What follows belongs to an exercise in optimizing a design on an open flow for small area, a short achievable clock period and few clock cycles; a production flow would make more cautious choices. At most, simulation tests tie the RTL to the original design; equivalence was not proved. Only the layout flow was run in runs 1, 2, 4 and 5; the RTL was not checked for function there. Power figures rest on the tool's default switching activity, not on a simulated workload.

--- run.sh ---
#!/bin/bash
# synth_recipe.tcl (not shown) runs the flow's synth.tcl, then flattens the netlist and writes it again
# the make line also repeats each setting of config.mk as NAME=value (left out here)
make -C /OpenROAD-flow-scripts/flow DESIGN_CONFIG=/design/flow/config.mk WORK_HOME=/design/flow/orfs CLKGATE_MAP_FILE= SYNTH_SCRIPT=/design/flow/synth_recipe.tcl finish
--- design.v ---
    function automatic logic [7:0] shift_clamp(input logic [47:0] p, input logic [4:0] s);
        logic [38:0] a0;
        logic [22:0] a1;
        logic [14:0] a2;
        logic [10:0] a3;
        logic [8:0]  a4;
        logic [7:0]  a5;
        logic [39:0] d;
        logic [39:0] mask;
        logic        sat;
        a0 = p[38:0];
        a1 = s[4] ? a0[38:16] : a0[22:0];
        a2 = s[3] ? a1[22:8]  : a1[14:0];
        a3 = s[2] ? a2[14:4]  : a2[10:0];
        a4 = s[1] ? a3[10:2]  : a3[8:0];
        a5 = s[0] ? a4[8:1]   : a4[7:0];
        d    = p[46:7] ^ {40{p[47]}};
        mask = {40{1'b1}} << s;
        sat  = |(d & mask);
        shift_clamp = sat ? {p[47], {7{!p[47]}}} : a5;
    endfunction
`timescale 1ns/1ps
module param_regs (
    input  logic               clk,
    input  logic               rst_n,
    input  logic               param_wr_en,
    input  logic [1:0]         param_wr_sel,
    input  logic [7:0]         param_wr_addr,
    input  logic [31:0]        param_wr_data,
    input  logic [1:0]         w_o,
    input  logic [2:0]         w_c,
    output logic signed [7:0]  w_byte,
    input  logic [1:0]         f_o,
    output logic [31:0]        f_bias,
    output logic [15:0]        f_m,
    input  logic [1:0]         r_o,
    output logic [4:0]         f_s,
    output logic               f_v,
    output logic [15:0]        g_m,
    output logic [4:0]         g_s,
    output logic               g_v
);
    logic [7:0]  w_mem [0:31];
    logic [31:0] b_mem [0:3];
    logic [15:0] m_mem [0:3];
    logic [4:0]  s_mem [0:3];
    logic [15:0] gm_q;
    logic [4:0]  gs_q;
    logic [7:0]  wv;
    logic [3:0]  bv;
    logic [3:0]  rv;
    logic        gv;
    logic        wr_q;
    logic [1:0]  sel_q;
    logic        w_ok, o_ok;
    logic [2:0]  a_q;
    logic [31:0] d_q;
    always_ff @(posedge clk or negedge rst_n) begin
        if (!rst_n) wr_q <= 1'b0;
        else        wr_q <= param_wr_en;
    end
    always_ff @(posedge clk) begin
        sel_q <= param_wr_sel;
        w_ok  <= param_wr_addr < 8'd8;
        o_ok  <= param_wr_addr < 8'd4;
        a_q   <= param_wr_addr[2:0];
        d_q   <= param_wr_data;
    end
    always_ff @(posedge clk) begin
        if (wr_q) begin
            case (sel_q)
                2'd0: if (w_ok) for (int l = 0; l < 4; l++) w_mem[{a_q, 2'(l)}] <= d_q[8*l +: 8];
                2'd1: if (o_ok) begin
                    m_mem[a_q[1:0]] <= d_q[15:0];
                    s_mem[a_q[1:0]] <= d_q[20:16];
                end
                2'd2: if (o_ok) b_mem[a_q[1:0]] <= d_q;
                default: begin
                    gm_q <= d_q[15:0];
                    gs_q <= d_q[20:16];
                end
            endcase
        end
    end
    always_ff @(posedge clk or negedge rst_n) begin
        if (!rst_n) begin
            wv <= '0;
            bv <= '0;
            rv <= '0;
            gv <= 1'b0;
        end else if (wr_q) begin
            case (sel_q)
                2'd0: if (w_ok) wv[a_q] <= 1'b1;
                2'd1: if (o_ok) rv[a_q[1:0]] <= 1'b1;
                2'd2: if (o_ok) bv[a_q[1:0]] <= 1'b1;
                default: gv <= 1'b1;
            endcase
        end
    end
    assign w_byte = wv[{w_o, w_c[2]}] ? w_mem[{w_o, w_c}] : 8'd0;
    assign f_bias = bv[f_o] ? b_mem[f_o] : 32'd0;
    assign f_m    = m_mem[f_o];
    assign f_s    = s_mem[r_o];
    assign f_v    = rv[r_o];
    assign g_m    = gm_q;
    assign g_s    = gs_q;
    assign g_v    = gv;
endmodule
`timescale 1ns/1ps
module gap_pool (
    input  logic              clk,
    input  logic              rst_n,
    input  logic              start,
    input  logic [15:0]       pix_count,
    input  logic [15:0]       fm_base,
    output logic              busy,
    output logic              fm_rd_en,
    output logic [15:0]       fm_rd_addr,
    input  logic signed [7:0] fm_rd_data,
    output logic              h_valid,
    output logic [23:0]       h_data,
    input  logic              h_take
);
    logic        rd_active;
    logic        rd_en;
    logic        busy_q;
    logic [15:0] addr;
    logic [15:0] pix_q;
    logic        pix1_q;
    logic [15:0] cnt;
    logic        last_q;
    logic        lastimg_q;
    logic        first_q;
    logic [2:0]  ch;
    logic [1:0]  occ;
    logic accept, issue_cont, ch_end, img_end, want_start, credit_ok, start_ok;
    logic [15:0] n_cnt;
    logic        n_last;
    logic [2:0]  n_ch;
    logic n_active, n_rd_en, n_lastimg;
    assign busy       = busy_q;
    assign accept     = start && !busy;
    assign issue_cont = rd_en && !last_q;
    assign ch_end     = rd_en && last_q;
    assign img_end    = rd_en && lastimg_q;
    assign want_start = (ch_end && !lastimg_q) || (img_end && accept) ||
                        (rd_active && !rd_en) || (!rd_active && accept);
    assign credit_ok  = (occ != 2'd2) || h_take;
    assign start_ok   = want_start && credit_ok;
    assign fm_rd_en   = rd_en;
    assign fm_rd_addr = addr;
    always_comb begin
        n_cnt  = cnt;
        n_last = last_q;
        n_ch   = ch;
        if (accept) begin
            n_cnt  = pix_count;
            n_last = pix_count == 16'd1;
            n_ch   = 3'd0;
        end else if (rd_en) begin
            if (last_q) begin
                n_cnt  = pix_q;
                n_last = pix1_q;
                n_ch   = ch + 3'd1;
            end else begin
                n_cnt  = cnt - 16'd1;
                n_last = cnt == 16'd2;
            end
        end
    end
    always_ff @(posedge clk) begin
        if (accept) begin
            pix_q  <= pix_count;
            pix1_q <= pix_count == 16'd1;
            addr   <= fm_base;
        end else if (rd_en) begin
            addr <= addr + 16'd1;
        end
        cnt       <= n_cnt;
        last_q    <= n_last;
        ch        <= n_ch;
        lastimg_q <= n_lastimg;
    end
    assign n_lastimg = n_last && (n_ch == 3'd7);
    assign n_active  = rd_active ? !(img_end && !accept) : accept;
    assign n_rd_en   = issue_cont || start_ok;
    always_ff @(posedge clk or negedge rst_n) begin
        if (!rst_n) begin
            rd_active <= 1'b0;
            rd_en     <= 1'b0;
            busy_q    <= 1'b0;
            first_q   <= 1'b0;
            occ       <= 2'd0;
        end else begin
            rd_active <= n_active;
            rd_en     <= n_rd_en;
            busy_q    <= n_active && !(n_rd_en && n_lastimg);
            first_q   <= start_ok;
            occ       <= occ + {1'b0, start_ok} - {1'b0, h_take};
        end
    end
    logic        p1_v, p1_f, p1_l;
    logic        p2_v, p2_f, p2_l;
    logic [7:0]  din;
    logic [23:0] sum;
    logic [23:0] add;
    logic        sfull;
    logic        fin, h_free;
    assign add    = (p2_f ? 24'd0 : sum) + {{16{din[7]}}, din};
    assign fin    = p2_v && p2_l;
    assign h_free = !h_valid || h_take;
    always_ff @(posedge clk) begin
        din <= fm_rd_data;
        p1_f <= first_q;
        p1_l <= last_q;
        p2_f <= p1_f;
        p2_l <= p1_l;
        if (p2_v) sum <= add;
        if (fin && h_free) h_data <= add;
        else if (sfull && h_free) h_data <= sum;
    end
    always_ff @(posedge clk or negedge rst_n) begin
        if (!rst_n) begin
            p1_v    <= 1'b0;
            p2_v    <= 1'b0;
            sfull   <= 1'b0;
            h_valid <= 1'b0;
        end else begin
            p1_v <= rd_en;
            p2_v <= p1_v;
            if ((fin || sfull) && h_free) begin
                h_valid <= 1'b1;
                sfull   <= 1'b0;
            end else begin
                if (h_take) h_valid <= 1'b0;
                if (fin) sfull <= 1'b1;
            end
        end
    end
endmodule
`timescale 1ns/1ps
module fc_layer (
    input  logic               clk,
    input  logic               rst_n,
    input  logic               h_valid,
    input  logic [23:0]        h_data,
    output logic               h_take,
    output logic [1:0]         w_o,
    output logic [2:0]         w_c,
    input  logic signed [7:0]  w_byte,
    output logic [1:0]         f_o,
    input  logic [31:0]        f_bias,
    input  logic [15:0]        f_m,
    output logic [1:0]         r_o,
    input  logic [4:0]         f_s,
    input  logic               f_v,
    input  logic [15:0]        g_m,
    input  logic [4:0]         g_s,
    input  logic               g_v,
    output logic               res_valid,
    output logic [1:0]         res_idx,
    output logic signed [7:0]  res_data,
    output logic               done
);
    function automatic logic [7:0] shift_clamp(input logic [47:0] p, input logic [4:0] s);
        logic [38:0] a0;
        logic [22:0] a1;
        logic [14:0] a2;
        logic [10:0] a3;
        logic [8:0]  a4;
        logic [7:0]  a5;
        logic [39:0] d;
        logic [39:0] mask;
        logic        sat;
        a0 = p[38:0];
        a1 = s[4] ? a0[38:16] : a0[22:0];
        a2 = s[3] ? a1[22:8]  : a1[14:0];
        a3 = s[2] ? a2[14:4]  : a2[10:0];
        a4 = s[1] ? a3[10:2]  : a3[8:0];
        a5 = s[0] ? a4[8:1]   : a4[7:0];
        d    = p[46:7] ^ {40{p[47]}};
        mask = {40{1'b1}} << s;
        sat  = |(d & mask);
        shift_clamp = sat ? {p[47], {7{!p[47]}}} : a5;
    endfunction
    logic [3:0]  gcnt;         
    logic [1:0]  fcnt;         
    logic        e_busy;
    logic [1:0]  e_step;
    logic        can_load, ld_gap, ld_fc, load;
    logic        fc_ok;
    logic        m_done;       
    logic        a_v, a_first, a_last;
    logic [1:0]  a_o;
    assign can_load = !e_busy || (e_step == 2'd3);
    assign ld_gap   = can_load && !gcnt[3] && h_valid;
    assign fc_ok    = m_done || (a_v && a_last && a_o[1]);
    assign ld_fc    = can_load && gcnt[3] && fc_ok;
    assign load     = ld_gap || ld_fc;
    assign h_take   = ld_gap;
    assign f_o      = fcnt;
    always_ff @(posedge clk or negedge rst_n) begin
        if (!rst_n) begin
            gcnt   <= '0;
            fcnt   <= '0;
            e_busy <= 1'b0;
            e_step <= '0;
        end else begin
            if (load) begin
                e_busy <= 1'b1;
                e_step <= 2'd0;
            end else if (e_busy) begin
                e_step <= e_step + 2'd1;
                if (e_step == 2'd3) e_busy <= 1'b0;
            end
            if (ld_gap) gcnt <= gcnt + 4'd1;
            if (ld_fc) begin
                fcnt <= fcnt + 2'd1;
                if (fcnt == 2'd3) gcnt <= '0;
            end
        end
    end
    function automatic logic [2:0] bdec(input logic [2:0] m);
        case (m)
            3'b001, 3'b010: bdec = 3'b001;
            3'b011:         bdec = 3'b010;
            3'b100:         bdec = 3'b110;
            3'b101, 3'b110: bdec = 3'b101;
            default:        bdec = 3'b000;
        endcase
    endfunction
    logic [31:0] x;
    logic [16:0] mr;
    logic [5:0]  ctl;          
    logic [31:0] r;
    logic [15:0] l;
    logic        e_gap;
    logic [1:0]  e_o;
    logic [15:0] m_new;
    logic signed [18:0] s_sel;
    logic [32:0] mag0, mag1;
    logic [35:0] pp0, pp1;
    logic [35:0] t;
    logic [35:0] rin;
    logic [35:0] cs_s, cs_c;
    logic [36:0] t_ci;
    logic        e_first;
    logic [31:0] xsum_q;
    assign m_new = ld_gap ? g_m : f_m;
    assign mag0  = ctl[0] ? {x[31], x} : ctl[1] ? {x, 1'b0} : 33'd0;
    assign mag1  = ctl[3] ? {x[31], x} : ctl[4] ? {x, 1'b0} : 33'd0;
    assign pp0   = {{3{mag0[32]}}, mag0} ^ {36{ctl[2]}};
    assign pp1   = ({{1{mag1[32]}}, mag1, 2'b00} ^ {{34{ctl[5]}}, 2'b00}) | {34'd0, ctl[5], ctl[5]};
    assign rin   = e_first ? 36'd0 : {{4{r[31]}}, r};
    assign cs_s  = rin ^ pp0 ^ pp1;
    assign cs_c  = {(rin[34:0] & pp0[34:0]) | (rin[34:0] & pp1[34:0]) | (pp0[34:0] & pp1[34:0]), ctl[5]};
    assign t_ci  = {cs_s, 1'b1} + {cs_c, ctl[2]};
    assign t     = t_ci[36:1];
    always_ff @(posedge clk) begin
        if (load) begin
            x     <= ld_gap ? {{8{h_data[23]}}, h_data} : xsum_q;
            mr    <= {m_new, 1'b0};
            ctl   <= {bdec(m_new[3:1]), bdec({m_new[1:0], 1'b0})};
            e_gap <= ld_gap;
            e_o   <= fcnt;
        end else begin
            mr  <= {4'd0, mr[16:4]};
            ctl <= {bdec(mr[8:6]), bdec(mr[6:4])};
        end
        r <= t[35:4];
        l <= {t[3:0], l[15:4]};
        xsum_q <= f_bias + {{13{s_sel[18]}}, s_sel};
    end
    always_ff @(posedge clk or negedge rst_n) begin
        if (!rst_n) e_first <= 1'b0;
        else        e_first <= load;
    end
    logic        w_v;
    logic        w_gap;
    logic [1:0]  w_oo;
    logic [4:0]  w_s;
    logic        w_ok;
    logic [7:0]  y;
    assign r_o  = w_oo;
    assign w_s  = w_gap ? g_s : f_s;
    assign w_ok = w_gap ? g_v : f_v;
    assign y    = w_ok ? shift_clamp({r, l}, w_s) : 8'd0;
    always_ff @(posedge clk) begin
        if (e_busy && e_step == 2'd3) begin
            w_gap <= e_gap;
            w_oo  <= e_o;
        end
    end
    always_ff @(posedge clk or negedge rst_n) begin
        if (!rst_n) w_v <= 1'b0;
        else        w_v <= e_busy && (e_step == 2'd3);
    end
    logic signed [7:0]  pooled;
    logic signed [7:0]  w_q;
    logic [18:0] ps_q, pc_q;
    logic [18:0] bp [0:3];
    logic [18:0] nb;
    logic [18:0] c1s, c1c, c2s, c2c, c3s, c3c;
    logic [18:0] a_s, a_x, a_y;
    logic [18:0] acc_in;
    always_comb begin
        logic [2:0] d;
        logic [8:0] m;
        for (int k = 0; k < 4; k++) begin
            d = (k == 0) ? {w_q[1:0], 1'b0} : w_q[2*k+1 -: 3];
            case (d)
                3'b001, 3'b010, 3'b101, 3'b110: m = {pooled[7], pooled};
                3'b011, 3'b100:                 m = {pooled, 1'b0};
                default:                        m = 9'd0;
            endcase
            if (d[2] && !(d[1] && d[0])) m = ~m;
            bp[k] = 19'($signed(m)) << (2 * k);
            nb[2*k]   = d[2] && !(d[1] && d[0]);
            nb[2*k+1] = 1'b0;
        end
        nb[18:8] = '0;
        c1s = bp[0] ^ bp[1] ^ bp[2];
        c1c = {(bp[0][17:0] & bp[1][17:0]) | (bp[0][17:0] & bp[2][17:0]) | (bp[1][17:0] & bp[2][17:0]), 1'b0};
        c2s = c1s ^ c1c ^ bp[3];
        c2c = {(c1s[17:0] & c1c[17:0]) | (c1s[17:0] & bp[3][17:0]) | (c1c[17:0] & bp[3][17:0]), 1'b0};
        c3s = c2s ^ c2c ^ nb;
        c3c = {(c2s[17:0] & c2c[17:0]) | (c2s[17:0] & nb[17:0]) | (c2c[17:0] & nb[17:0]), 1'b0};
    end
    logic signed [18:0] acc [0:3];
    logic [2:0]  m_c;
    logic        f_busy;
    logic [1:0]  f_oo;
    logic        f_go;
    logic [1:0]  f_cur;
    logic        p_v, p_first, p_last;
    logic [1:0]  p_o;
    assign a_s    = a_first ? 19'd0 : acc[a_o];
    assign a_x    = a_s ^ ps_q ^ pc_q;
    assign a_y    = {(a_s[17:0] & ps_q[17:0]) | (a_s[17:0] & pc_q[17:0]) | (ps_q[17:0] & pc_q[17:0]), 1'b0};
    assign acc_in = a_x + a_y;
    assign f_go  = (w_v && w_gap) || f_busy;
    assign f_cur = f_busy ? f_oo : 2'd0;
    assign w_o   = f_cur;
    assign w_c   = m_c;
    assign s_sel = acc[fcnt];
    always_ff @(posedge clk) begin
        if (w_v && w_gap) pooled <= y;
        w_q     <= w_byte;
        p_o     <= f_cur;
        p_first <= m_c == 3'd0;
        p_last  <= m_c == 3'd7;
        ps_q    <= c3s;
        pc_q    <= c3c;
        a_o     <= p_o;
        a_first <= p_first;
        a_last  <= p_last;
        if (a_v) acc[a_o] <= acc_in;
    end
    always_ff @(posedge clk or negedge rst_n) begin
        if (!rst_n) begin
            f_busy <= 1'b0;
            f_oo   <= '0;
            m_c    <= '0;
            p_v    <= 1'b0;
            a_v    <= 1'b0;
            m_done <= 1'b0;
        end else begin
            f_busy <= f_go && (f_cur != 2'd3);
            f_oo   <= f_cur + 2'd1;
            if (f_go && f_cur == 2'd3) m_c <= m_c + 3'd1;
            p_v <= f_go;
            a_v <= p_v;
            if (a_v && a_last && a_o == 2'd3) m_done <= 1'b1;
            if (ld_fc && fcnt == 2'd3) m_done <= 1'b0;
        end
    end
    always_ff @(posedge clk) begin
        if (w_v && !w_gap) begin
            res_idx  <= w_oo;
            res_data <= y;
        end
    end
    always_ff @(posedge clk or negedge rst_n) begin
        if (!rst_n) begin
            res_valid <= 1'b0;
            done      <= 1'b0;
        end else begin
            res_valid <= w_v && !w_gap;
            done      <= w_v && !w_gap && (w_oo == 2'd3);
        end
    end
endmodule
`timescale 1ns/1ps
module gap_fc_top (
    input  logic              clk,
    input  logic              rst_n,
    input  logic              start,
    input  logic [15:0]       pix_count,
    input  logic [15:0]       fm_base,
    output logic              busy,
    output logic              done,
    output logic              fm_rd_en,
    output logic [15:0]       fm_rd_addr,
    input  logic signed [7:0] fm_rd_data,
    input  logic              param_wr_en,
    input  logic [1:0]        param_wr_sel,
    input  logic [7:0]        param_wr_addr,
    input  logic [31:0]       param_wr_data,
    output logic              res_valid,
    output logic [1:0]        res_idx,
    output logic signed [7:0] res_data
);
    logic               h_valid;
    logic [23:0]        h_data;
    logic               h_take;
    logic [1:0]         w_o;
    logic [2:0]         w_c;
    logic signed [7:0]  w_byte;
    logic [1:0]         f_o;
    logic [31:0]        f_bias;
    logic [15:0]        f_m;
    logic [1:0]         r_o;
    logic [4:0]         f_s;
    logic               f_v;
    logic [15:0]        g_m;
    logic [4:0]         g_s;
    logic               g_v;
    param_regs u_params (
        .clk(clk), .rst_n(rst_n),
        .param_wr_en(param_wr_en), .param_wr_sel(param_wr_sel),
        .param_wr_addr(param_wr_addr), .param_wr_data(param_wr_data),
        .w_o(w_o), .w_c(w_c), .w_byte(w_byte),
        .f_o(f_o), .f_bias(f_bias), .f_m(f_m), .r_o(r_o), .f_s(f_s), .f_v(f_v),
        .g_m(g_m), .g_s(g_s), .g_v(g_v)
    );
    gap_pool u_pool (
        .clk(clk), .rst_n(rst_n),
        .start(start), .pix_count(pix_count), .fm_base(fm_base), .busy(busy),
        .fm_rd_en(fm_rd_en), .fm_rd_addr(fm_rd_addr), .fm_rd_data(fm_rd_data),
        .h_valid(h_valid), .h_data(h_data), .h_take(h_take)
    );
    fc_layer u_fc (
        .clk(clk), .rst_n(rst_n),
        .h_valid(h_valid), .h_data(h_data), .h_take(h_take),
        .w_o(w_o), .w_c(w_c), .w_byte(w_byte),
        .f_o(f_o), .f_bias(f_bias), .f_m(f_m), .r_o(r_o), .f_s(f_s), .f_v(f_v),
        .g_m(g_m), .g_s(g_s), .g_v(g_v),
        .res_valid(res_valid), .res_idx(res_idx), .res_data(res_data), .done(done)
    );
endmodule
--- config.mk ---
export PLATFORM = sky130hd
export DESIGN_NAME = gap_fc_top
export DESIGN_NICKNAME = gap_fc_top
export VERILOG_FILES = /design/flow/design.v
export SDC_FILE = /design/flow/constraint.sdc
export NUM_CORES = 4
export LEC_CHECK = 0
export CAP_MARGIN = 50
export CORE_MARGIN = 2
export CORE_UTILIZATION = 40
export SLEW_MARGIN = 70
--- constraint.sdc ---
create_clock -name core_clock -period 15.0 [get_ports {clk}]
set_input_delay 3.0000 -clock core_clock [delete_from_list [all_inputs] [get_ports {clk}]]
set_output_delay 3.0000 -clock core_clock [all_outputs]
set_load 0.01 [all_outputs]
==> flow_summary_export.csv, run 1 <==
group,metric,value,unit
status,run_status,"finished clean",
floorplanning,die_x,342,um
clock_tree,tritoncts,"yes",
timing,layout_min_cycle_time,4.80,ns
floorplanning,core-area,0.114,mm^2
final_layout,drive_gt1_share,17.6,%
logic_synthesis,synth_nets,3595,
logic_synthesis,ys_ff_latch,971,
logic_synthesis,async_flop_share,5.15,%
timing,tightest_slew,0.447,ns
logic_synthesis,synthDistinctLibCells,79,
placed_design,placedInstanceArea,0.0497,mm^2
hold_path,hp-class,"register to register",
timing,hold_violations,0,
critical_path,cpPeakStageDelay,0.61,ns
global_route,antenna_found_initial,1,
timing,finalClockSkew,0.0471,ns
floorplanning,initial_core_util,40.1,%
job,max_cap_violations,0,
critical_path,crit_fanout,8,
floorplanning,die_area,0.117,mm^2
logic_synthesis,synth_sequential_area_ratio,58.8,%
pwr,p_total,0.0121,W
routing,drt-initial-drc-count,1981,
critical_path,cp_slowest_cell,"clkdlybuf4s50_1",
timing,rsz0062_at_grt,"no",
placed_design,numPortBuffers,115,
final_layout,fillers,10013,
critical_path,start_kind,"register",
final_layout,final_nets,3771,
clock_tree,cts_root_buf,"clkbuf_16",
global_route,grt_util_all_layers,17.7,%
timing,fmax,0.208,GHz
logic_synthesis,synth_edf_count,718,
routing,first_pass_iters,5,
logic_synthesis,synthFlopType,"edfxtp_1",
routing,final_antenna_net_count,0,
logic_synthesis,netlist_area,0.0457,mm^2
critical_path,cpLargestDelayFamily,"buffers and inverters",
routing,vias_per_cell,5.23,
timing,min_period_over_period,32.0,%
floorplanning,die_y,342,um
logic_synthesis,yosys.area.top_type,"edfxtp_1",
clock_tree,clkSinkCount,971,
logic_synthesis,synth_top_area_share,47.2,%
floorplanning,ios,116,
logic_synthesis,synthCells,3282,
logic_synthesis,yosysWarnings,4,
final_layout,syn2layout_area_growth,16.5,%
final_layout,regArea,0.0270,mm^2
critical_path,arrival,1.80,ns
global_route,grt_pass1_wl,159000,um
timing,setup_viol,0,
clock_tree,cts_buffers,102,
clock_tree,postCtsHoldBufs,0,
clock_tree,ctsResizeCount,0,
critical_path,timing.critical_path.cells,"clkdlybuf4s50_1",
critical_path,crit_buf_inv,1,
final_layout,multi_input_area,0.0179,mm^2
hold_path,min-delay-start,"u_fc.p_first$_DFF_P_",
clock_tree,post_cts_buffers,0,
clock_tree,cts_buffer_depth,3,
placed_design,hpwl,73100,um
global_route,gr-total-overflow,0,
placed_design,gp_congestion,0.843,
clock_tree,h-tree-depth,3,
pwr,p_per_area,228,mW/mm^2
routing,wl,104000,um
critical_path,cp.required,12.00,ns
clock_tree,clkTransAtPathRegs,0.06,ns
critical_path,rrSetupSlack,10.29,ns
timing,tns,0,ns
floorplanning,num_rows,124,
logic_synthesis,avgSynthCellArea,13.9,um^2
critical_path,critical_path_class,"register to primary output",
routing,wire_per_inst,20.6,um
pwr,p_leak,19.7,nW
final_layout,design_area,0.0533,mm^2
global_route,grt_max_degree,78,
timing,slew_violations,0,
critical_path,rr_startpoint,"u_fc.fcnt[0]$_DFFE_PN0P_",
timing,maxSlewHeadroom,69.9,%
critical_path,cp-startpoint,"u_pool.addr[2]$_DFFE_PP_",
pwr,peakVddDrop,0.135,mV
routing,drc_errors,0,
routing,vias,26450,
global_route,first_global_vias,26559,
logic_synthesis,synth.area.top_cells,"edfxtp_1 47%, dfxtp_1 8.9%, mux4_2 8.9%",
critical_path,crit_path_end_kind,"primary output",
clock_tree,clk-insertion-delay-late,0.69,ns
-- area by class of cell --
| type | count | area share [%] |
|---|---|---|
| tap | 1512 | 3.55 |
| timing repair buffer | 214 | 4.36 |
| clock buffer | 135 | 5.32 |
| antenna | 1 | 0.00470 |
| inverter | 182 | 1.30 |
| clock inverter | 58 | 1.20 |
| sequential | 971 | 50.7 |
| multi-input combinational | 1987 | 33.6 |
-- synth_stat cells, drive strengths merged (36+ instances only) --
cell and count:
nor2 124, xor2 115, a22oi 68, dfxtp 203, nand2 234, inv 180, mux2 38, ha 154
mux4 181, a21oi 155, xnor2 134, clkbuf 93, mux2i 43, edfxtp 718, nor3 36, nor2b 97
nand2b 62, buf 49, fa 73, o21ai 108, dfrtp 50, a21o 69
-- report_power, final --
part	internal, W	switching [W]
Sequential	0.00357	0.000382
Clock	0.00151	0.00107
Combinational	0.00250	0.00310
Total	0.00758	0.00455
-- cells in the final DEF, fill, tap and decap left out, types with 17 or more instances in the layout --
cell             Yosys  final
a211oi_1            27     26
a21o_1              69     69
a21oi_1            155    146
a22oi_1             68     68
and3_1              19     17
buf_4                6     43
clkbuf_1            93     19
clkbuf_16            0    104
clkdlybuf4s50_1      0    114
clkinv_2             0     21
dfrtp_1             50     44
dfxtp_1            203    162
dfxtp_2              0     21
dfxtp_4              0     20
edfxtp_1           718    718
fa_1                73     73
ha_1               154    154
inv_1              180    178
mux2_2              38     38
mux2i_1             40     36
mux4_2             180    180
nand2_1            234    231
nand2b_1            62     61
nand3_1             33     33
nor2_1             124    116
nor2b_1             97     93
nor3_1              35     30
o21ai_0            108    102
xnor2_1            134    128
xor2_1             115    114
-- kinds of logic after synthesis --
logic type	Yosys count	share of synthesized area, %
DFF	971	58.8
and+or+nand+nor	698	7.53
AOI/OAI and AO/OA	551	7.76
buffers and inverters	324	2.84
muxes	262	10.9
xor gates and xnor gates	249	4.77
adders and majority gates	227	7.41
-- layer usage --
metal  GRT usage, %  share of wire, %  routed length, um
met4           4.98               2.2               2300
met3           2.45               4.1               4290
met5              0                 0                  0
met2           29.8                49              51100
met1           24.0                45              46600
-- sequential cells by signal (all words and copies together) (netlist names), 14 cells and up, named ones only --
name,count
u_pool.sum,24
u_fc.xsum_q,32
u_pool.pix_q,16
u_fc.acc,76
u_params.w_mem,256
u_pool.addr,16
u_params.gm_q,16
u_fc.l,16
u_params.m_mem,64
u_fc.r,32
u_params.b_mem,128
u_params.d_q,32
u_fc.pc_q,14
u_fc.x,32
u_fc.ps_q,16
u_pool.h_data,24
u_params.s_mem,20
u_pool.cnt,16
-- worst paths after layout --
check / endpoint / cells after the start
max in group asynchronous: u_fc.m_c[1]$_DFFE_PN0P_ / 3
worst min-delay path: u_fc.a_first$_DFF_P_ / 0
min in group asynchronous: u_pool.sfull$_DFFE_PN0P_ / 1
worst max-delay path: fm_rd_addr[2] / 1
worst min register to register: u_fc.a_first$_DFF_P_ / 0
worst max register to register: u_fc.xsum_q[29]$_DFF_P_ / 20
-- stage by stage --
step / cells / hold WS, ns / util [%] / setup WS [ns]
floorplan: 3282 / 0.310 / - / 10.42
global placement: 4811 / 0.311 / 42.6 / 9.72
detailed placement: 4865 / 0.312 / 43.6 / 10.18
CTS: 5058 / 0.325 / 46.7 / 10.14
global route: 5059 / 0.331 / 46.8 / 9.98
finish: 5060 / 0.325 / 46.8 / 10.20
==> run 2: changes to the inputs <==
==> flow/run.sh (new file) <==
#!/bin/bash
# The standard layout (the standard.sh: ORFS synthesis through finish), with two knobs
# changed: ports are buffered with buf_4 instead of the cell buffer_ports picks by default, and
# repair_timing aims for a setup slack of 10.6 ns at the design's 15 ns clock.
# Each run's full output goes to flow_make.log in the work folder.
set -euo pipefail
bash standard.sh SETUP_SLACK_MARGIN=10.6 "BUFFER_PORTS_ARGS=-buffer_cell sky130_fd_sc_hd__buf_4" finish > flow_make.log 2>&1
==> standard.sh (new file) <==
#!/bin/bash
# synth_recipe.tcl (not shown) runs the flow's synth.tcl, then flattens the netlist and writes it again
# the make line also repeats each setting of config.mk as NAME=value (left out here)
make -C /OpenROAD-flow-scripts/flow DESIGN_CONFIG=/design/flow/config.mk WORK_HOME=/design/flow/orfs CLKGATE_MAP_FILE= SYNTH_SCRIPT=/design/flow/synth_recipe.tcl "${@:-finish}"
removed: run.sh
==> run 2 against run 1 <==
  * First-iteration DRC count up 7.9%
  * Hold slack better by 0.0017 ns
  * Routed wire length up 0.74%
  * Critical endpoint is now res_idx[0]
==> flow_summary_export.csv, run 2 <==
group,metric,value,unit
status,run_status,"finished clean",
final_layout,fillers,10075,
clock_tree,cts_buffers,99,
timing,setup_viol,0,
hold_path,hp-class,"register to register",
critical_path,cpLargestDelayFamily,"flip-flops",
logic_synthesis,synth.area.top_cells,"edfxtp_1 47%, dfxtp_1 8.9%, mux4_2 8.9%",
logic_synthesis,synth_edf_count,718,
final_layout,final_common_cell,"edfxtp_1",
placed_design,gp_congestion,0.861,
critical_path,worst-path-stages,1,
timing,slew_violations,0,
critical_path,timing.critical_path.cells,"buf_6",
critical_path,reg2reg_depth,17,
job,max_cap_violations,0,
global_route,grt_util_all_layers,17.8,%
clock_tree,clkTransAtPathRegs,0.06,ns
final_layout,largest_reg_flops,256,
placed_design,dp_slack,10.34,ns
final_layout,drive_gt1_share,20.7,%
floorplanning,core-area,0.114,mm^2
clock_tree,clkSinkCount,971,
floorplanning,ios,116,
timing,tightest_slew,0.441,ns
pwr,p_leak,19.8,nW
critical_path,rrSetupSlack,10.77,ns
timing,rsz0062_at_grt,"yes",
critical_path,cp_slowest_cell,"edfxtp_1",
critical_path,crit_fanout,1,
final_layout,final_cell_mix,"718 x edfxtp_1, 231 x nand2_1, 179 x mux4_2",
routing,first_pass_iters,7,
final_layout,top_register,"u_params.w_mem",
floorplanning,die_x,342,um
clock_tree,tritoncts,"yes",
final_layout,final_nets,3768,
logic_synthesis,avgSynthCellArea,13.9,um^2
floorplanning,num_rows,124,
critical_path,cpPeakStageDelay,0.49,ns
routing,vias_per_cell,5.24,
routing,wire_per_inst,20.8,um
floorplanning,initial_core_util,40.1,%
global_route,gr-total-overflow,0,
logic_synthesis,synth.most_common_cell,"edfxtp_1",
logic_synthesis,yosys.area.top_type,"edfxtp_1",
timing,min_period_over_period,29.0,%
placed_design,numPortBuffers,115,
clock_tree,clk-insertion-delay-late,0.68,ns
timing,layout_min_cycle_time,4.35,ns
logic_synthesis,synth_sequential_area_ratio,58.8,%
critical_path,cp.required,12.00,ns
timing,fmax,0.230,GHz
pwr,peakVddDrop,0.172,mV
floorplanning,die_area,0.117,mm^2
routing,final_antenna_net_count,0,
logic_synthesis,synth_commonest_cells,"718 x edfxtp_1, 234 x nand2_1, 203 x dfxtp_1",
floorplanning,die_y,342,um
clock_tree,postCtsHoldBufs,0,
global_route,antenna_found_initial,3,
logic_synthesis,synthDistinctLibCells,79,
logic_synthesis,synth_top_area_share,47.2,%
timing,maxSlewHeadroom,70.3,%
critical_path,start_kind,"register",
pwr,p_per_area,229,mW/mm^2
critical_path,cp-startpoint,"u_fc.res_idx[0]$_DFFE_PP_",
critical_path,rr_startpoint,"u_fc.a_o[0]$_DFF_P_",
routing,wl,105000,um
logic_synthesis,synthCells,3282,
timing,tns,0,ns
critical_path,critPathCapture,"res_idx[0]",
logic_synthesis,ys_ff_latch,971,
logic_synthesis,synthFlopType,"edfxtp_1",
clock_tree,cts_root_buf,"clkbuf_16",
critical_path,crit_path_end_kind,"primary output",
logic_synthesis,yosysWarnings,4,
global_route,grt_pass1_wl,159000,um
routing,drt-initial-drc-count,2137,
placed_design,hpwl,72000,um
critical_path,arrival,1.35,ns
clock_tree,cts_buffer_depth,3,
logic_synthesis,synth_nets,3595,
global_route,first_global_vias,26107,
logic_synthesis,netlist_area,0.0457,mm^2
timing,hold_violations,0,
timing,finalClockSkew,0.0344,ns
clock_tree,h-tree-depth,3,
final_layout,syn2layout_area_growth,15.9,%
routing,vias,26512,
logic_synthesis,async_flop_share,5.15,%
critical_path,crit_buf_inv,1,
timing,setup_ws,10.65,ns
global_route,grt_max_degree,78,
critical_path,critical_path_class,"register to primary output",
routing,drc_errors,0,
critical_path,r2r-end,"u_fc.acc[2][17]$_DFFE_PP_",
## run 2: layout make-up
type	instances	area (um^2)	area share, %
diodes	3	7.51	0.0142
clock buffers	139	2750	5.19
clock inverters	49	546	1.03
inverters	182	691	1.30
multi-input cells	1987	18000	34.0
flip-flops and latches	971	27000	51.0
well taps	1512	1890	3.57
repair buffers	214	2070	3.91
## run 2: routing by layer
layer  up-vias  global-route usage, %  wire (um)
met2       583                   28.7      49500
li1      12531                      -          -
met5         -                      0          0
met1     13256                   25.1      48300
met4         0                   4.62       2340
met3       142                   2.65       4860
## run 2: worst min path at each step
stage                              start                    to  slack, ns  cells past startpoint
finish               u_fc.p_o[0]$_DFF_P_   u_fc.a_o[0]$_DFF_P_       0.33                      0
global route         u_fc.p_o[0]$_DFF_P_   u_fc.a_o[0]$_DFF_P_       0.33                      0
CTS                  u_fc.p_o[0]$_DFF_P_   u_fc.a_o[0]$_DFF_P_       0.33                      0
detailed placement   u_fc.p_o[0]$_DFF_P_   u_fc.a_o[0]$_DFF_P_       0.31                      0
global placement     u_fc.p_o[0]$_DFF_P_   u_fc.a_o[0]$_DFF_P_       0.31                      0
floorplan           u_fc.p_first$_DFF_P_  u_fc.a_first$_DFF_P_       0.31                      0
## run 2: where the power goes
part	switching [W]	total (W)	internal [W]	leakage, nW
logic	0.00315	0.00568	0.00253	9.27
clock network	0.00106	0.00249	0.00143	1.60
registers	0.000384	0.00395	0.00357	8.90
total	0.00459	0.0121	0.00753	19.8
## run 2: logic make-up (layout without fill, tap and decap cells)
family          count (synthesis)  count (layout)  share of synthesized area, %
fa+ha+maj                     227             227                          7.41
xor+xnor                      249             249                          4.77
compound gates                551             551                          7.76
flops                         971             971                          58.8
mux                           262             262                          10.9
simple gates                  698             698                          7.53
other cells                     0               3                             0
buf+inv                       324             584                          2.84
## run 2: what timing repair did
action / in CTS / in global routing
endpoints found under the setup margin: 20 / 24
setup buffers: 1 / 3
gates resized for setup: 15 / 23
cloned: 0 / 1
pin swaps: 0 / 5
## run 2: metrics by stage
step                      power [W]  util, %  std cells  hold slack (ns)  cell area [um^2]
final                        0.0121     46.5       5057            0.326             53000
after detailed placement    0.00955     43.3       4858            0.312             49300
after floorplan             0.00815        -       3282            0.310             45700
after global routing         0.0130     46.5       5054            0.329             53000
after global placement      0.00943     42.4       4808            0.312             48300
after CTS                    0.0121     46.3       5047            0.326             52700
==> run 3: changes to the inputs <==
--- a/design.v
+++ b/design.v
@@ -416,3 +416,3 @@
             if (d[2] && !(d[1] && d[0])) m = ~m;
-            bp[k] = 19'($signed(m)) << (2 * k);
+            bp[k] = {{10{m[8]}}, m} << (2 * k);
             nb[2*k]   = d[2] && !(d[1] && d[0]);
==> run 3 against run 2 <==
  * Sequential power about the same
  * Core utilization unchanged
  * Routed wire length unchanged
  * Largest power group unchanged
  * Highest routed layer unchanged
==> flow_summary_export.csv, run 3 <==
group,metric,value,unit
placed_design,numPortBuffers,115,
critical_path,start_kind,"register",
logic_synthesis,synth_sequential_area_ratio,58.8,%
timing,setup_viol,0,
timing,finalClockSkew,0.0344,ns
global_route,use_met1,25.1,%
logic_synthesis,synth_nets,3595,
logic_synthesis,synth_commonest_cells,"718 x edfxtp_1, 234 x nand2_1, 203 x dfxtp_1",
floorplanning,num_rows,124,
routing,vias_per_cell,5.24,
clock_tree,cts_root_buf,"clkbuf_16",
global_route,top_usage_layer,"met2",
clock_tree,clkSinkCount,971,
logic_synthesis,yosys.area_share.simple,7.53,%
timing,hold_violations,0,
pwr,p_leak,19.8,nW
routing,drc_errors,0,
timing,maxSlewHeadroom,70.3,%
routing,drt-initial-drc-count,2137,
critical_path,cp.required,12.00,ns
placed_design,dp.cells,4858,
timing,min_period_over_period,29.0,%
floorplanning,initial_core_util,40.1,%
logic_synthesis,avgSynthCellArea,13.9,um^2
logic_synthesis,yosys.area.top_type,"edfxtp_1",
pwr,p_per_area,229,mW/mm^2
timing,fmax,0.230,GHz
floorplanning,ios,116,
logic_synthesis,synth_edf_count,718,
routing,vias,26512,
floorplanning,die_area,0.117,mm^2
global_route,gr-total-overflow,0,
final_layout,drive_gt1_share,20.7,%
logic_synthesis,synth_adder_area_share,7.41,%
logic_synthesis,synth_xor_area_share,4.77,%
pwr,peakVddDrop,0.172,mV
logic_synthesis,netlist_area,0.0457,mm^2
critical_path,cpPeakStageDelay,0.49,ns
timing,layout_min_cycle_time,4.35,ns
routing,wire_per_inst,20.8,um
placed_design,placedInstanceArea,0.0493,mm^2
floorplanning,die_y,342,um
logic_synthesis,synthDistinctLibCells,79,
clock_tree,cts_buffers,99,
global_route,grt_use_met3,2.65,%
critical_path,arrival,1.35,ns
routing,final_antenna_net_count,0,
final_layout,fillers,10075,
final_layout,final_nets,3768,
job,max_cap_violations,0,
logic_synthesis,synthFlopType,"edfxtp_1",
timing,tightest_slew,0.441,ns
final_layout,final_cells,5057,
clock_tree,postCtsHoldBufs,0,
clock_tree,tritoncts,"yes",
logic_synthesis,synthMuxAreaShare,10.9,%
floorplanning,core-area,0.114,mm^2
final_layout,top_register,"u_params.w_mem",
critical_path,crit_fanout,1,
logic_synthesis,synth_top_area_share,47.2,%
logic_synthesis,async_flop_share,5.15,%
clock_tree,clk-insertion-delay-late,0.68,ns
final_layout,multi_input_area,0.0180,mm^2
final_layout,final_cell_mix,"718 x edfxtp_1, 231 x nand2_1, 179 x mux4_2",
critical_path,cpLargestDelayFamily,"flip-flops",
global_route,use_met2,28.7,%
timing,whs,0.326,ns
logic_synthesis,synth-compound-area-share,7.76,%
placed_design,gp_congestion,0.861,
final_layout,regArea,0.0270,mm^2
timing,slew_violations,0,
timing,tns,0,ns
global_route,grt_max_degree,78,
routing,first_pass_iters,7,
critical_path,rrSetupSlack,10.77,ns
final_layout,final_common_cell,"edfxtp_1",
clock_tree,h-tree-depth,3,
clock_tree,clkTransAtPathRegs,0.06,ns
critical_path,crit_buf_inv,1,
logic_synthesis,synthCells,3282,
status,run_status,"finished clean",
global_route,grt_util_all_layers,17.8,%
placed_design,hpwl,72000,um
global_route,grt_pass1_wl,159000,um
logic_synthesis,ys_ff_latch,971,
floorplanning,die_x,342,um
logic_synthesis,yosysWarnings,4,
timing,rsz0062_at_grt,"yes",
global_route,first_global_vias,26107,
final_layout,syn2layout_area_growth,15.9,%
critical_path,critical_path_class,"register to primary output",
logic_synthesis,synth.most_common_cell,"edfxtp_1",
critical_path,crit_path_end_kind,"primary output",
critical_path,timing.critical_path.cells,"buf_6",
final_layout,largest_reg_flops,256,
routing,wl,105000,um
logic_synthesis,synth_top_family_by_area,"multiplexers",
clock_tree,cts_buffer_depth,3,
final_layout,design_area,0.0530,mm^2
global_route,antenna_found_initial,3,
critical_path,cp_slowest_cell,"edfxtp_1",
logic_synthesis,synth.area.top_cells,"edfxtp_1 47%, dfxtp_1 8.9%, mux4_2 8.9%",
hold_path,hp-class,"register to register",
==> run 3: cell counts after synthesis <==
Identical to the previous run, type by type.
==> run 3: power breakdown <==
| group | internal [W] | switching (W) |
|---|---|---|
| registers | 0.00357 | 0.000384 |
| logic | 0.00253 | 0.00315 |
| clock network | 0.00143 | 0.00106 |
==> run 3: through the flow <==
| stage | setup WS, ns | utilization [%] | total power, W |
|---|---|---|---|
| floorplan | 10.61 | - | 0.00815 |
| global placement | 9.80 | 42.4 | 0.00943 |
| detailed placement | 10.34 | 43.3 | 0.00955 |
| CTS | 10.58 | 46.3 | 0.0121 |
| global route | 10.58 | 46.5 | 0.0130 |
| finish | 10.65 | 46.5 | 0.0121 |
==> run 3: kinds of logic after synthesis <==
kind of cell	count (synthesis)
mux	262
xor+xnor	249
fa+ha+maj	227
buf+inv	324
compound gates	551
simple gates	698
flops	971
==> run 3: final cells by class <==
type,instances,share of cell area [%]
multi-input cells,1987,34.0
flip-flops and latches,971,51.0
repair buffers,214,3.91
well taps,1512,3.57
clock buffers,139,5.19
inverters,182,1.30
clock inverters,49,1.03
diodes,3,0.0142
==> run 3: per-layer routing <==
| layer | up-vias | wire [um] |
|---|---|---|
| li1 | 12531 | - |
| met1 | 13256 | 48300 |
| met2 | 583 | 49500 |
| met3 | 142 | 4860 |
| met4 | 0 | 2340 |
| met5 | - | 0 |
==> run 3: worst paths after layout <==
check | cells past startpoint | endpoint | from
min in group asynchronous | 1 | u_pool.h_valid$_DFFE_PN0P_ | rst_n
worst max-delay path | 1 | res_idx[0] | u_fc.res_idx[0]$_DFFE_PP_
max in group asynchronous | 2 | u_fc.m_c[1]$_DFFE_PN0P_ | rst_n
worst min-delay path | 0 | u_fc.a_o[0]$_DFF_P_ | u_fc.p_o[0]$_DFF_P_
worst min register to register | 0 | u_fc.a_o[0]$_DFF_P_ | u_fc.p_o[0]$_DFF_P_
worst max register to register | 17 | u_fc.acc[2][17]$_DFFE_PP_ | u_fc.a_o[0]$_DFF_P_
==> run 3: repair_timing <==
action / in CTS / in global routing
setup buffers: 1 / 3
resized for setup: 15 / 23
endpoints found under the setup margin: 20 / 24
pin swaps: 0 / 5
cloned: 0 / 1
Testbench counts of run 3, summed over its fixed seeds: cycles 25,392.
==> run 4: changes to the inputs <==
--- a/design.v
+++ b/design.v
@@ -416,3 +416,3 @@
             if (d[2] && !(d[1] && d[0])) m = ~m;
-            bp[k] = {{10{m[8]}}, m} << (2 * k);
+            bp[k] = 19'($signed(m)) << (2 * k);
             nb[2*k]   = d[2] && !(d[1] && d[0]);
==> flow/run.sh (replaced) <==
#!/bin/bash
# The standard layout (the standard.sh: ORFS synthesis through finish), with two knobs
# changed: ports are buffered with buf_4 instead of the cell buffer_ports picks by default, and
# repair_timing aims for a setup slack of 10.9 ns at the design's 15 ns clock.
# Each run's full output goes to flow_make.log in the work folder.
set -euo pipefail
bash standard.sh SETUP_SLACK_MARGIN=10.9 "BUFFER_PORTS_ARGS=-buffer_cell sky130_fd_sc_hd__buf_4" finish > flow_make.log 2>&1
==> run 4 against run 3 <==
  * Synthesized cell count unchanged
  * Still clean
  * Register-to-register slack improved by 0.24 ns
  * Critical path type unchanged
  * Cell area increased by 2.7%
  * Synthesized area unchanged
==> flow_summary_export.csv, run 4 <==
group,metric,value,unit
status,run_status,"finished clean",
global_route,grt_max_degree,63,
hold_path,worstHoldPathCells,0,
floorplanning,core-area,0.114,mm^2
pwr,p_per_area,237,mW/mm^2
logic_synthesis,synth_edf_count,718,
critical_path,timing.critical_path.cells,"buf_6",
timing,min_period_over_period,28.5,%
clock_tree,postCtsHoldBufs,0,
critical_path,cp.required,12.00,ns
routing,vias_per_cell,5.28,
clock_tree,clk-insertion-delay-late,0.69,ns
placed_design,gp_congestion,0.858,
logic_synthesis,async_flop_share,5.15,%
critical_path,crit_fanout,1,
timing,hold_violations,0,
routing,drc_errors,0,
clock_tree,cts_root_buf,"clkbuf_16",
pwr,comb_power_share,49.2,%
critical_path,critical_path_class,"register to primary output",
placed_design,numPortBuffers,115,
timing,setup_viol,0,
global_route,first_global_vias,26596,
global_route,grt_pass1_wl,162000,um
clock_tree,tritoncts,"yes",
timing,rsz0062_at_grt,"yes",
pwr,switching_share,37.6,%
critical_path,r2r-end,"u_fc.r[29]$_DFF_P_",
pwr,p_switching,0.00483,W
routing,wire_per_inst,20.9,um
logic_synthesis,ys_ff_latch,971,
logic_synthesis,avgSynthCellArea,13.9,um^2
timing,slew_violations,0,
critical_path,crit_buf_inv,1,
logic_synthesis,synth_nets,3595,
critical_path,cp_slowest_cell,"edfxtp_1",
logic_synthesis,synth.area.top_cells,"edfxtp_1 47%, dfxtp_1 8.9%, mux4_2 8.9%",
routing,wl,108000,um
floorplanning,die_y,342,um
logic_synthesis,synth.most_common_cell,"edfxtp_1",
clock_tree,clkTransAtPathRegs,0.06,ns
floorplanning,die_area,0.117,mm^2
timing,maxSlewHeadroom,69.7,%
hold_path,hp-class,"register to register",
clock_tree,h-tree-depth,3,
critical_path,arrival,1.28,ns
pwr,p_leak,20.4,nW
hold_path,min-delay-start,"u_fc.p_first$_DFF_P_",
placed_design,hpwl,73000,um
pwr,intPower,0.00804,W
critical_path,start_kind,"register",
final_layout,largest_reg_flops,256,
critical_path,cpPeakStageDelay,0.45,ns
floorplanning,ios,116,
timing,tns,0,ns
routing,final_antenna_net_count,0,
final_layout,utilization,47.8,%
logic_synthesis,synthDistinctLibCells,79,
routing,vias,27154,
logic_synthesis,yosysWarnings,4,
critical_path,crit_path_end_kind,"primary output",
floorplanning,die_x,342,um
floorplanning,initial_core_util,40.1,%
pwr,pwr-share-clk,20.1,%
pwr,peakVddDrop,0.179,mV
global_route,antenna_found_initial,5,
clock_tree,cts_buffer_depth,3,
floorplanning,num_rows,124,
clock_tree,clkSinkCount,971,
critical_path,reg2reg_depth,18,
logic_synthesis,synthFlopType,"edfxtp_1",
logic_synthesis,yosys.area.top_type,"edfxtp_1",
final_layout,top_register,"u_params.w_mem",
final_layout,drive_gt1_share,24.2,%
logic_synthesis,netlist_area,0.0457,mm^2
timing,finalClockSkew,0.0353,ns
logic_synthesis,synthCells,3282,
critical_path,rr_startpoint,"u_fc.ctl[0]$_DFF_P_",
final_layout,final_cell_mix,"718 x edfxtp_1, 229 x nand2_1, 194 x buf_4",
global_route,grt_util_all_layers,18.1,%
clock_tree,cts_buffers,102,
timing,layout_min_cycle_time,4.28,ns
pwr,power_frac_seq,30.7,%
timing,tightest_slew,0.453,ns
global_route,gr-total-overflow,0,
critical_path,rrSetupSlack,11.01,ns
final_layout,final_common_cell,"edfxtp_1",
final_layout,final_nets,3853,
logic_synthesis,synth_top_area_share,47.2,%
routing,first_pass_iters,5,
hold_path,holdPathEnd,"u_fc.a_first$_DFF_P_",
logic_synthesis,synth_sequential_area_ratio,58.8,%
logic_synthesis,synth_commonest_cells,"718 x edfxtp_1, 234 x nand2_1, 203 x dfxtp_1",
routing,drt-initial-drc-count,2171,
final_layout,syn2layout_area_growth,19.1,%
critical_path,cpLargestDelayFamily,"flip-flops",
timing,fmax,0.234,GHz
job,max_cap_violations,0,
[run 4: logic make-up (layout without fill, tap and decap cells)]
logic type	Yosys count	count (layout)	synth area share (%)
AOI/OAI and AO/OA	551	551	7.76
xor gates and xnor gates	249	249	4.77
adders and majority gates	227	227	7.41
buffers and inverters	324	670	2.84
DFF	971	971	58.8
muxes	262	262	10.9
other	0	4	0
and+or+nand+nor	698	698	7.53
[run 4: worst max path at each step]
stage                               from                 endpoint  slack, ns  cells past startpoint
4_1_cts        u_fc.res_idx[0]$_DFFE_PP_               res_idx[0]      10.67                      1
2_1_floorplan   u_fc.fcnt[0]$_DFFE_PN0P_  u_fc.xsum_q[28]$_DFF_P_      10.87                     16
3_3_place_gp    u_fc.fcnt[0]$_DFFE_PN0P_  u_fc.xsum_q[31]$_DFF_P_       9.89                     12
3_5_place_dp    u_fc.fcnt[0]$_DFFE_PN0P_  u_fc.xsum_q[28]$_DFF_P_      10.39                     16
5_1_grt        u_fc.res_idx[0]$_DFFE_PP_               res_idx[0]      10.67                      1
6_report       u_fc.res_idx[1]$_DFFE_PP_               res_idx[1]      10.72                      1
[run 4: power groups by stage]
stage | sequential [W] | clock [W] | combinational, W
final | 0.00396 | 0.00259 | 0.00633
after global routing | 0.00401 | 0.00275 | 0.00699
after CTS | 0.00395 | 0.00265 | 0.00581
after detailed placement | 0.00401 | 0 | 0.00558
after global placement | 0.00403 | 0 | 0.00542
after floorplan | 0.00384 | 0 | 0.00431
[run 4: layer usage]
layer  track usage (%)  routed length [um]  vias to the layer above
met3              2.65                5150                      165
met1              24.9               47500                    13632
met5                 0                   0                        -
met4              5.53                2870                        0
met2              29.8               52200                      655
li1                  -                   -                    12702
[run 4: timing repair]
action,4_1_cts,5_1_grt
endpoints found under the setup margin,72,62
pin swaps,7,44
resized for setup,76,67
setup buffers,20,59
gates cloned,3,5
[run 4: metrics by stage]
stage	cells	total power [W]	worst slack (ns)	instance area (um^2)	hold WS (ns)
global placement	4810	0.00945	9.89	48300	0.312
global route	5140	0.0138	10.67	54400	0.330
detailed placement	4858	0.00959	10.39	49300	0.312
finish	5144	0.0129	10.72	54400	0.325
CTS	5073	0.0124	10.67	53400	0.326
floorplan	3282	0.00815	10.87	45700	0.310
[run 4: cell type report]
| class | count | area [um^2] |
|---|---|---|
| fillers | 9913 | 59500 |
| flip-flops and latches | 971 | 27000 |
| multi-input cells | 1987 | 18300 |
| repair buffers | 296 | 3020 |
| clock buffers | 140 | 2870 |
| well taps | 1512 | 1890 |
| inverters | 182 | 686 |
| clock inverters | 52 | 576 |
| diodes | 4 | 10.0 |
==> run 5: changes to the inputs <==
--- a/design.v
+++ b/design.v
@@ -291,8 +291,7 @@
     logic        fc_ok;
-    logic        m_done;       
+    logic        xsum_ok;      
     logic        a_v, a_first, a_last;
-    logic [1:0]  a_o;
     assign can_load = !e_busy || (e_step == 2'd3);
     assign ld_gap   = can_load && !gcnt[3] && h_valid;
-    assign fc_ok    = m_done || (a_v && a_last && a_o[1]);
+    assign fc_ok    = xsum_ok;
     assign ld_fc    = can_load && gcnt[3] && fc_ok;
@@ -416,3 +415,3 @@
             if (d[2] && !(d[1] && d[0])) m = ~m;
-            bp[k] = 19'($signed(m)) << (2 * k);
+            bp[k] = {{10{m[8]}}, m} << (2 * k);
             nb[2*k]   = d[2] && !(d[1] && d[0]);
@@ -428,11 +427,12 @@
     end
-    logic signed [18:0] acc [0:3];
+    logic [18:0] q [0:3];
+    logic [1:0]  ph;
+    logic [1:0]  sidx;         
+    logic [3:0]  fin;          
     logic [2:0]  m_c;
     logic        f_busy;
-    logic [1:0]  f_oo;
+    logic [1:0]  f_n;
     logic        f_go;
-    logic [1:0]  f_cur;
     logic        p_v, p_first, p_last;
-    logic [1:0]  p_o;
-    assign a_s    = a_first ? 19'd0 : acc[a_o];
+    assign a_s    = (a_v && a_first) ? 19'd0 : q[0];
     assign a_x    = a_s ^ ps_q ^ pc_q;
@@ -440,7 +440,8 @@
     assign acc_in = a_x + a_y;
-    assign f_go  = (w_v && w_gap) || f_busy;
-    assign f_cur = f_busy ? f_oo : 2'd0;
-    assign w_o   = f_cur;
-    assign w_c   = m_c;
-    assign s_sel = acc[fcnt];
+    logic [1:0]  f_cnt;
+    assign f_go   = (w_v && w_gap) || f_busy;
+    assign f_cnt  = f_busy ? f_n : 2'd0;
+    assign w_o    = ph + 2'd2;
+    assign w_c    = m_c;
+    assign s_sel  = q[sidx];
     always_ff @(posedge clk) begin
@@ -448,11 +449,12 @@
         w_q     <= w_byte;
-        p_o     <= f_cur;
         p_first <= m_c == 3'd0;
         p_last  <= m_c == 3'd7;
-        ps_q    <= c3s;
-        pc_q    <= c3c;
-        a_o     <= p_o;
+        ps_q    <= p_v ? c3s : 19'd0;
+        pc_q    <= p_v ? c3c : 19'd0;
         a_first <= p_first;
         a_last  <= p_last;
-        if (a_v) acc[a_o] <= acc_in;
+        q[0]    <= q[1];
+        q[1]    <= q[2];
+        q[2]    <= q[3];
+        q[3]    <= acc_in;
     end
@@ -460,16 +462,22 @@
         if (!rst_n) begin
-            f_busy <= 1'b0;
-            f_oo   <= '0;
-            m_c    <= '0;
-            p_v    <= 1'b0;
-            a_v    <= 1'b0;
-            m_done <= 1'b0;
+            ph      <= '0;
+            sidx    <= '0;
+            fin     <= '0;
+            xsum_ok <= 1'b0;
+            f_busy  <= 1'b0;
+            f_n     <= '0;
+            m_c     <= '0;
+            p_v     <= 1'b0;
+            a_v     <= 1'b0;
         end else begin
-            f_busy <= f_go && (f_cur != 2'd3);
-            f_oo   <= f_cur + 2'd1;
-            if (f_go && f_cur == 2'd3) m_c <= m_c + 3'd1;
+            ph      <= ph + 2'd1;
+            sidx    <= sidx - 2'd1 + {1'b0, ld_fc};
+            xsum_ok <= fin[fcnt] && !ld_fc;
+            if (a_v && a_last) fin[ph] <= 1'b1;
+            if (ld_fc && fcnt == 2'd3) fin <= '0;
+            f_busy  <= f_go && (f_cnt != 2'd3);
+            f_n     <= f_cnt + 2'd1;
+            if (f_go && f_cnt == 2'd3) m_c <= m_c + 3'd1;
             p_v <= f_go;
             a_v <= p_v;
-            if (a_v && a_last && a_o == 2'd3) m_done <= 1'b1;
-            if (ld_fc && fcnt == 2'd3) m_done <= 1'b0;
         end
@@ -477,6 +485,4 @@
     always_ff @(posedge clk) begin
-        if (w_v && !w_gap) begin
-            res_idx  <= w_oo;
-            res_data <= y;
-        end
+        res_idx  <= w_oo;
+        res_data <= y;
     end
==> flow/run.sh (replaced) <==
#!/bin/bash
# The standard layout (the standard.sh: ORFS synthesis through finish), with two knobs
# changed: ports are buffered with buf_4 instead of the cell buffer_ports picks by default, and
# repair_timing aims for a setup slack of 10.6 ns at the design's 15 ns clock.
# Each run's full output goes to flow_make.log in the work folder.
set -euo pipefail
bash standard.sh SETUP_SLACK_MARGIN=10.6 "BUFFER_PORTS_ARGS=-buffer_cell sky130_fd_sc_hd__buf_4" finish > flow_make.log 2>&1
==> run 5 against run 4 <==
  * Sequential power shrank 4%
  * Combinational power shrank about 20%
  * Core utilization shrank 0.42 points
  * Die area shrank 1.6%
  * Fmax shrank 0.98%
  * Sequential share of layout area shrank 0.15 points
  * Critical path type unchanged
==> flow_summary_export.csv, run 5 <==
group,metric,value,unit
pwr,p_total,0.0116,W
logic_synthesis,synth_sequential_area_ratio,58.1,%
logic_synthesis,synth.area.top_cells,"edfxtp_1 42%, dfxtp_1 13%, mux4_2 7.6%",
timing,fmax,0.231,GHz
placed_design,numPortBuffers,115,
timing,maxSlewHeadroom,72.0,%
placed_design,hpwl,73500,um
logic_synthesis,yosysWarnings,5,
routing,vias,27594,
clock_tree,h-tree-depth,3,
placed_design,placedInstanceArea,0.0488,mm^2
critical_path,arrival,1.32,ns
final_layout,design_area,0.0531,mm^2
logic_synthesis,avgSynthCellArea,13.2,um^2
logic_synthesis,yosys.area.top_type,"edfxtp_1",
final_layout,final_cell_mix,"632 x edfxtp_1, 308 x nand2_1, 239 x dfxtp_1",
routing,vias_per_cell,5.31,
global_route,gr-total-overflow,0,
logic_synthesis,netlist_area,0.0450,mm^2
final_layout,drive_gt1_share,20.1,%
logic_synthesis,synth_edf_count,632,
timing,layout_min_cycle_time,4.32,ns
timing,hold_violations,0,
critical_path,crit_buf_inv,1,
final_layout,top_register,"u_params.w_mem",
pwr,peakVddDrop,0.168,mV
timing,tightest_slew,0.408,ns
critical_path,crit_path_end_kind,"primary output",
floorplanning,die_y,339,um
floorplanning,die_x,339,um
critical_path,rr_startpoint,"u_fc.ctl[3]$_DFF_P_",
routing,drt-initial-drc-count,2346,
clock_tree,cts_buffers,104,
clock_tree,cts_buffer_depth,3,
critical_path,critical_path_class,"register to primary output",
routing,wire_per_inst,20.6,um
timing,finalClockSkew,0.0538,ns
timing,tns,0,ns
critical_path,start_kind,"register",
floorplanning,initial_core_util,40.1,%
final_layout,largest_reg_flops,256,
timing,slew_violations,0,
final_layout,diodes,0,
routing,final_antenna_net_count,0,
pwr,p_leak,20.1,nW
critical_path,critPathCapture,"fm_rd_addr[1]",
critical_path,cp_slowest_cell,"edfxtp_1",
logic_synthesis,synth_commonest_cells,"632 x edfxtp_1, 309 x nand2_1, 285 x dfxtp_1",
clock_tree,clkTransAtPathRegs,0.06,ns
clock_tree,tritoncts,"yes",
logic_synthesis,async_flop_share,5.95,%
floorplanning,core-area,0.112,mm^2
critical_path,worst-path-stages,1,
global_route,grt_max_degree,77,
floorplanning,die_area,0.115,mm^2
critical_path,r2r-end,"u_fc.r[31]$_DFF_P_",
placed_design,gp_congestion,0.863,
clock_tree,clk-insertion-delay-late,0.71,ns
routing,wl,107000,um
global_route,first_global_vias,27505,
logic_synthesis,synth_nets,3729,
final_layout,utilization,47.4,%
critical_path,crit_fanout,4,
clock_tree,cts_root_buf,"clkbuf_16",
critical_path,cpLargestDelayFamily,"flip-flops",
critical_path,cp-startpoint,"u_pool.addr[1]$_DFFE_PP_",
critical_path,cp.required,12.00,ns
routing,first_pass_iters,6,
critical_path,timing.critical_path.cells,"buf_4",
floorplanning,ios,116,
global_route,grt_pass1_wl,164000,um
status,run_status,"finished clean",
timing,rsz0062_at_grt,"yes",
final_layout,syn2layout_area_growth,18.0,%
logic_synthesis,synth_top_area_share,42.2,%
floorplanning,num_rows,123,
pwr,p_per_area,219,mW/mm^2
logic_synthesis,synthDistinctLibCells,79,
timing,setup_viol,0,
routing,drc_errors,0,
timing,min_period_over_period,28.8,%
job,max_cap_violations,0,
logic_synthesis,ys_ff_latch,975,
logic_synthesis,synthCells,3411,
final_layout,final_common_cell,"edfxtp_1",
global_route,antenna_found_initial,1,
critical_path,reg2reg_depth,17,
clock_tree,clkSinkCount,975,
logic_synthesis,synth.most_common_cell,"edfxtp_1",
final_layout,final_nets,3923,
critical_path,rrSetupSlack,10.75,ns
hold_path,hp-class,"register to register",
logic_synthesis,synthFlopType,"edfxtp_1",
critical_path,cpPeakStageDelay,0.45,ns
global_route,grt_util_all_layers,18.5,%
## run 5: cell count changes after synthesis, moves of 13 or more
cell and delta:
and3_1 +13, a21o_1 -25, nand2_1 +75, edfxtp_1 -86, nor3_1 +17, dfxtp_1 +82
mux4_2 -29, and2_1 +43, nor2_1 +16
## run 5: routing by layer
metal / up-vias / global-route usage [%] / share of wire, %
met2: 654 / 30.1 / 47
met4: 0 / 6.83 / 3.6
met3: 178 / 2.48 / 4.1
li1: 12912 / - / -
met1: 13850 / 25.2 / 45
met5: - / 0 / 0
## run 5: worst min-delay path by stage
| stage | start | end | slack, ns | cells after the start |
|---|---|---|---|---|
| 2_1_floorplan | u_fc.p_first$_DFF_P_ | u_fc.a_first$_DFF_P_ | 0.31 | 0 |
| 3_5_place_dp | u_fc.p_first$_DFF_P_ | u_fc.a_first$_DFF_P_ | 0.31 | 0 |
| 5_1_grt | u_fc.p_last$_DFF_P_ | u_fc.a_last$_DFF_P_ | 0.33 | 0 |
| 3_3_place_gp | u_fc.p_first$_DFF_P_ | u_fc.a_first$_DFF_P_ | 0.31 | 0 |
| 4_1_cts | u_fc.p_last$_DFF_P_ | u_fc.a_last$_DFF_P_ | 0.31 | 0 |
| 6_report | u_fc.q[3][12]$_DFF_P_ | u_fc.q[2][12]$_DFF_P_ | 0.32 | 0 |
## run 5: power breakdown
group	internal, W	switching, W
Clock	0.00161	0.00112
Combinational	0.00225	0.00281
Sequential	0.00342	0.000400
## run 5: cells by family (layout without fill, tap and decap cells)
family | after synthesis | count (layout) | synth area share [%]
buf+inv | 316 | 602 | 2.67
xor+xnor | 238 | 238 | 4.63
fa+ha+maj | 234 | 234 | 7.72
flops | 975 | 975 | 58.1
simple gates | 838 | 838 | 8.97
compound gates | 584 | 584 | 8.53
mux | 226 | 226 | 9.37
## run 5: final cells by class
cell class                      count  area, um^2
Fill cell                        9909       59000
Sequential cell                   975       26300
Multi-Input combinational cell   2120       18100
Clock buffer                      145        3020
Timing Repair Buffer              230        2410
Tap cell                         1500        1880
Clock inverter                     53         694
Inverter                          174         658
## run 5: stage by stage
step / instances / worst slack (ns) / hold WS (ns)
2_1_floorplan: 3411 / 10.76 / 0.310
3_3_place_gp: 4919 / 9.78 / 0.310
3_5_place_dp: 4976 / 10.30 / 0.312
4_1_cts: 5181 / 10.60 / 0.310
5_1_grt: 5197 / 10.55 / 0.330
6_report: 5197 / 10.68 / 0.318
## run 5: repair_timing
action	in CTS	in global routing
setup buffers	6	10
endpoints found under the setup margin	19	21
gates cloned	1	3
pin swaps	1	5
gates resized for setup	16	34
hold buffers	0	0

[static timing again, ports no longer ideal]
How much do the figures lean on ideal ports? The routed layouts below were timed once more, with nothing changed but the port constraints. Step 1 sets driving cells, clkbuf_16 on the clock port and buf_2 on the other inputs (assumed; they add their load-dependent delay and slew). Step 2 moves the port delays by t, midway between the first and last clock arrival at a register: inputs arrive t later, outputs are due t later. That takes back most of the time a late clock gives input paths. a / b / c = no drivers / after step 1 / after step 2; a / b = the first two.
run | t, ns | setup WS [ns] | worst slew at a driven data input, ns | cell pins on the clock port's net
run 1 | 0.732 | 10.203 / 10.135 / 10.132 | 0.12 | 1
run 2 | 0.732 | 10.653 / 10.587 / 10.542 | 0.08 | 1
run 3 | 0.732 | 10.653 / 10.587 / 10.542 | 0.08 | 1
run 4 | 0.741 | 10.720 / 10.653 / 10.502 | 0.07 | 1
run 5 | 0.751 | 10.677 / 10.610 / 10.603 | 0.06 | 1
After both steps every run listed still meets setup and hold. For run 4, which loses most, drivers alone change the setup slack by -0.067 ns; drivers and shift together by -0.218 ns.
